From an optimization exercise on the open Yosys and OpenROAD flow, aimed at small area and a short achievable clock period; shortcuts taken in it are not production practice. In this exercise RTL edits were held to simulation tests only and were not proved equivalent to the original. No activity file was given, so power comes from the tool's default toggle rates.

==> trial 72 <==
==> flow/design.v <==
`default_nettype none
module spi_ram_ctrl #(
  parameter int MEM_DEPTH = 256,
  parameter int ADDR_SIZE = 8
) (
  input  logic                 clk,
  input  logic                 rst_n,
  input  logic [ADDR_SIZE+1:0] din,
  input  logic                 rx_valid,
  output logic [ADDR_SIZE-1:0] dout,
  output logic                 tx_valid,
  output logic                 cmd_err
);
  localparam int                 c_IDX_W     = (MEM_DEPTH > 1) ? $clog2(MEM_DEPTH) : 1;
  localparam logic [ADDR_SIZE:0] c_DEPTH_EXT = (ADDR_SIZE+1)'(MEM_DEPTH);
  localparam logic [1:0]         c_WR_ADDR   = 2'b00;
  localparam logic [1:0]         c_WR_DATA   = 2'b01;
  localparam logic [1:0]         c_RD_ADDR   = 2'b10;
  localparam logic [1:0]         c_RD_DATA   = 2'b11;
  typedef enum logic [1:0] {
    RD_IDLE  = 2'd0,
    RD_ARMED = 2'd1,
    RD_TX    = 2'd2
  } rd_state_t;
  logic [ADDR_SIZE-1:0] mem [MEM_DEPTH];
  rd_state_t            rd_state_q;
  logic [ADDR_SIZE-1:0] wr_addr_q;
  logic [ADDR_SIZE-1:0] rd_addr_q;
  logic [ADDR_SIZE-1:0] dout_q;
  logic                 tx_valid_q;
  logic                 cmd_err_q;
  logic [1:0]           w_cmd;
  logic [ADDR_SIZE-1:0] w_payload;
  logic                 w_wr_in_range;
  logic                 w_rd_in_range;
  logic [ADDR_SIZE-1:0] w_wr_addr_d;
  logic [ADDR_SIZE-1:0] w_rd_addr_d;
  logic [ADDR_SIZE-1:0] w_rd_word;
  assign w_cmd     = din[ADDR_SIZE+1:ADDR_SIZE];
  assign w_payload = din[ADDR_SIZE-1:0];
  assign w_wr_in_range = ({1'b0, wr_addr_q} < c_DEPTH_EXT);
  assign w_rd_in_range = ({1'b0, rd_addr_q} < c_DEPTH_EXT);
  assign w_rd_word     = w_rd_in_range ? mem[rd_addr_q[c_IDX_W-1:0]] : '0;
  assign w_wr_addr_d = wr_addr_q + {{(ADDR_SIZE-1){1'b0}}, 1'b1};
  assign w_rd_addr_d = rd_addr_q + {{(ADDR_SIZE-1){1'b0}}, 1'b1};
  always_ff @(posedge clk) begin
    if (rst_n && rx_valid && (w_cmd == c_WR_DATA) && w_wr_in_range) begin
      mem[wr_addr_q[c_IDX_W-1:0]] <= w_payload;
    end
  end
  always_ff @(posedge clk) begin
    if (!rst_n) begin
      rd_state_q <= RD_IDLE;
      wr_addr_q  <= '0;
      rd_addr_q  <= '0;
      dout_q     <= '0;
      tx_valid_q <= 1'b0;
      cmd_err_q  <= 1'b0;
    end else if (rx_valid) begin
      tx_valid_q <= 1'b0;
      case (w_cmd)
        c_WR_ADDR: begin
          wr_addr_q <= w_payload;
          if (rd_state_q == RD_TX) rd_state_q <= RD_ARMED;
        end
        c_WR_DATA: begin
          if (!w_wr_in_range) cmd_err_q <= 1'b1;
          wr_addr_q <= w_wr_addr_d;
          if (rd_state_q == RD_TX) rd_state_q <= RD_ARMED;
        end
        c_RD_ADDR: begin
          rd_addr_q  <= w_payload;
          rd_state_q <= RD_ARMED;
        end
        default: begin
          tx_valid_q <= 1'b1;
          rd_addr_q  <= w_rd_addr_d;
          if (rd_state_q == RD_IDLE) begin
            dout_q    <= '0;
            cmd_err_q <= 1'b1;
          end else begin
            dout_q     <= w_rd_word;
            rd_state_q <= RD_TX;
            if (!w_rd_in_range) cmd_err_q <= 1'b1;
          end
        end
      endcase
    end
  end
  assign dout     = dout_q;
  assign tx_valid = tx_valid_q;
  assign cmd_err  = cmd_err_q;
endmodule
`default_nettype wire
==> flow/run.sh <==
#!/bin/bash
# synth_recipe.tcl (not shown) runs the flow's synth.tcl, then flattens the netlist and writes it again
# the make line also repeats each setting of config.mk as NAME=value (left out here)
make -C /OpenROAD-flow-scripts/flow DESIGN_CONFIG=/design/flow/config.mk WORK_HOME=/design/flow/orfs CLKGATE_MAP_FILE= SYNTH_SCRIPT=/design/flow/synth_recipe.tcl finish
==> flow/config.mk <==
export PLATFORM = sky130hd
export DESIGN_NAME = spi_ram_ctrl
export DESIGN_NICKNAME = spi_ram_ctrl
export VERILOG_FILES = /design/flow/design.v
export SDC_FILE = /design/flow/constraint.sdc
export NUM_CORES = 4
export LEC_CHECK = 0
export CAP_MARGIN = 20
export CORE_MARGIN = 2
export CORE_UTILIZATION = 40
export SLEW_MARGIN = 20
==> flow/constraint.sdc <==
create_clock -name core_clock -period 4.0 [get_ports {clk}]
set_input_delay 0.8000 -clock core_clock [delete_from_list [all_inputs] [get_ports {clk}]]
set_output_delay 0.8000 -clock core_clock [all_outputs]
set_load 0.01 [all_outputs]
==> build 97 (differences from trial 72) <==
==> flow/design.v (replaced) <==
`default_nettype none
module srm_or8 (
  input  logic [7:0] row,
  input  logic [7:0] col,
  output logic       y
);
  assign y = |(row & col);
endmodule
module srm_or32 (
  input  logic [31:0] a,
  output logic        y
);
  assign y = |a;
endmodule
module srm_nor2 (
  input  logic a, b,
  output logic y
);
  assign y = ~(a | b);
endmodule
module srm_rd_bit (
  input  logic [255:0] row,
  input  logic [255:0] col,
  output logic         y
);
  logic [31:0] l1;
  for (genvar i = 0; i < 32; i++) begin : g_l1
    srm_or8 u (.row(row[8*i +: 8]), .col(col[8*i +: 8]), .y(l1[i]));
  end
  srm_or32 u_l2 (.a(l1), .y(y));
endmodule
module spi_ram_ctrl #(
  parameter int MEM_DEPTH = 256,
  parameter int ADDR_SIZE = 8
) (
  input  logic                 clk,
  input  logic                 rst_n,
  input  logic [ADDR_SIZE+1:0] din,
  input  logic                 rx_valid,
  output logic [ADDR_SIZE-1:0] dout,
  output logic                 tx_valid,
  output logic                 cmd_err
);
  logic [1:0] w_cmd;
  logic [7:0] w_payload;
  logic       w_wr_data;
  assign w_cmd     = din[9:8];
  assign w_payload = din[7:0];
  assign w_wr_data = rst_n & rx_valid & (w_cmd == 2'b01);
  logic [7:0] wr_addr_q;
  logic       armed_q;
  logic [7:0] dout_q;
  logic       tx_valid_q;
  logic       cmd_err_q;
  logic [2047:0] mem_q;
  logic [15:0]  w_wlo_n, w_whi_n;
  logic [255:0] w_wrow;
  always_comb begin
    for (int i = 0; i < 16; i++) begin
      w_wlo_n[i] = ~(wr_addr_q[3:0] == 4'(i));
      w_whi_n[i] = ~((wr_addr_q[7:4] == 4'(i)) & w_wr_data);
    end
  end
  for (genvar r = 0; r < 256; r++) begin : g_wrow
    srm_nor2 u (.a(w_whi_n[r/16]), .b(w_wlo_n[r%16]), .y(w_wrow[r]));
  end
  for (genvar r = 0; r < 256; r++) begin : g_row
    always_ff @(posedge clk) begin
      if (w_wrow[r]) mem_q[r*8 +: 8] <= w_payload;
    end
  end
  logic [15:0]  rlo_n_q, rhi_n_q;
  logic [15:0]  w_rlo_n, w_rhi_n;
  logic [255:0] w_rrow;
  logic [7:0]   w_rd_word;
  assign w_rlo_n = rlo_n_q;
  assign w_rhi_n = rhi_n_q;
  for (genvar r = 0; r < 256; r++) begin : g_rrow
    srm_nor2 u (.a(w_rhi_n[r/16]), .b(w_rlo_n[r%16]), .y(w_rrow[r]));
  end
  for (genvar b = 0; b < 8; b++) begin : g_rbit
    logic [255:0] w_col;
    for (genvar r = 0; r < 256; r++) begin : g_col
      assign w_col[r] = mem_q[r*8 + b];
    end
    srm_rd_bit u (.row(w_rrow), .col(w_col), .y(w_rd_word[b]));
  end
  always_ff @(posedge clk) begin
    if (!rst_n) begin
      rlo_n_q <= ~16'd1;
      rhi_n_q <= '1;
    end else if (rx_valid && w_cmd == 2'b10) begin
      for (int i = 0; i < 16; i++) begin
        rlo_n_q[i] <= ~(w_payload[3:0] == 4'(i));
        rhi_n_q[i] <= ~(w_payload[7:4] == 4'(i));
      end
    end else if (rx_valid && w_cmd == 2'b11) begin
      rlo_n_q <= {rlo_n_q[14:0], rlo_n_q[15]};
      if (!rlo_n_q[15]) rhi_n_q <= {rhi_n_q[14:0], rhi_n_q[15]};
    end
  end
  always_ff @(posedge clk) begin
    if (!rst_n) begin
      wr_addr_q  <= '0;
      armed_q    <= 1'b0;
      dout_q     <= '0;
      tx_valid_q <= 1'b0;
      cmd_err_q  <= 1'b0;
    end else if (rx_valid) begin
      tx_valid_q <= (w_cmd == 2'b11);
      case (w_cmd)
        2'b00: wr_addr_q <= w_payload;
        2'b01: wr_addr_q <= wr_addr_q + 8'd1;
        2'b10: begin
          armed_q   <= 1'b1;
        end
        default: begin
          dout_q    <= w_rd_word;
          if (!armed_q) cmd_err_q <= 1'b1;
        end
      endcase
    end
  end
  assign dout     = dout_q;
  assign tx_valid = tx_valid_q;
  assign cmd_err  = cmd_err_q;
endmodule
`default_nettype wire
--- a/flow/config.mk
+++ b/flow/config.mk
@@ -8,4 +8,9 @@
 export CAP_MARGIN = 20
 export CORE_MARGIN = 2
-export CORE_UTILIZATION = 40
+export CORE_UTILIZATION = 60
+export CTS_CLUSTER_DIAMETER = 80
+export CTS_CLUSTER_SIZE = 25
+export SETUP_SLACK_MARGIN = 2.0
 export SLEW_MARGIN = 20
+export SYNTH_HIERARCHICAL = 1
+export SYNTH_MINIMUM_KEEP_SIZE = 0
==> qor summary <==
Num tapcells: build 97 1650; trial 72 2672
Power consumed by combinational cells: build 97 2.39 mW; trial 72 2.36 mW
Clock network latency to the later pin of the worst-skew pair: build 97 0.73 ns; trial 72 0.84 ns
Routed WL: build 97 220400 µm; trial 72 222500 µm
Maximum number of pins on one net before global-route repair: build 97 112; trial 72 116
Fill cell total of the finished layout: build 97 8074; trial 72 16.85k
Met3 layer wire length in the routed design: build 97 22540 µm; trial 72 19230 µm
Register-to-register setup slack: build 97 1.16 ns; trial 72 0.28 ns
Max stage delay on crit path: build 97 0.46 ns; trial 72 1.12 ns
Count of mapped cells out of synthesis: build 97 4276; trial 72 3951
Routability Congestion: build 97 0.9508; trial 72 0.8790
Area of all placed cells without fillers: build 97 88290 µm²; trial 72 94080 µm²
Pin slew with the least headroom to its limit: build 97 1.079 ns; trial 72 1.279 ns
Status: build 97 no timing/DRC/antenna violations; trial 72 no timing/DRC/antenna violations
Footprint of the flip-flops and latches: build 97 62680 µm²; trial 72 62240 µm²
Comb_multi_in: build 97 2143; trial 72 1622

re-timing with driven ports:
Ports are ideal in the flow. The routed layouts listed here were re-timed in OpenROAD.
Step 1: set_driving_cell puts a clkbuf_16 on clk and a buf_2 on each other input, an assumption about the parent block.
Step 2 times the ports against the registers' clock, not the clock port: input delays grow and output delays shrink by t, the midpoint of the rising clock arrivals with the driver on.
Three values: ideal, step 1, step 2; two values: the first two.
run | shift t [ns] | setup slack, ns | hold WS [ns] | slew at the worst register clock pin (ns) | cell pins on the clock port's net
trial 72 | 0.913 | 0.283 / 0.283 / 0.251 | 0.541 / 0.541 / 0.541 | 0.06 / 0.06 | 1
build 97 | 0.803 | 1.159 / 1.159 / 1.154 | 0.501 / 0.470 / 0.501 | 0.11 / 0.11 | 1
After both steps setup and hold are still met in every run listed. For trial 72, which loses most, drivers alone change the setup slack by 0.000 ns; drivers and shift together by -0.032 ns.
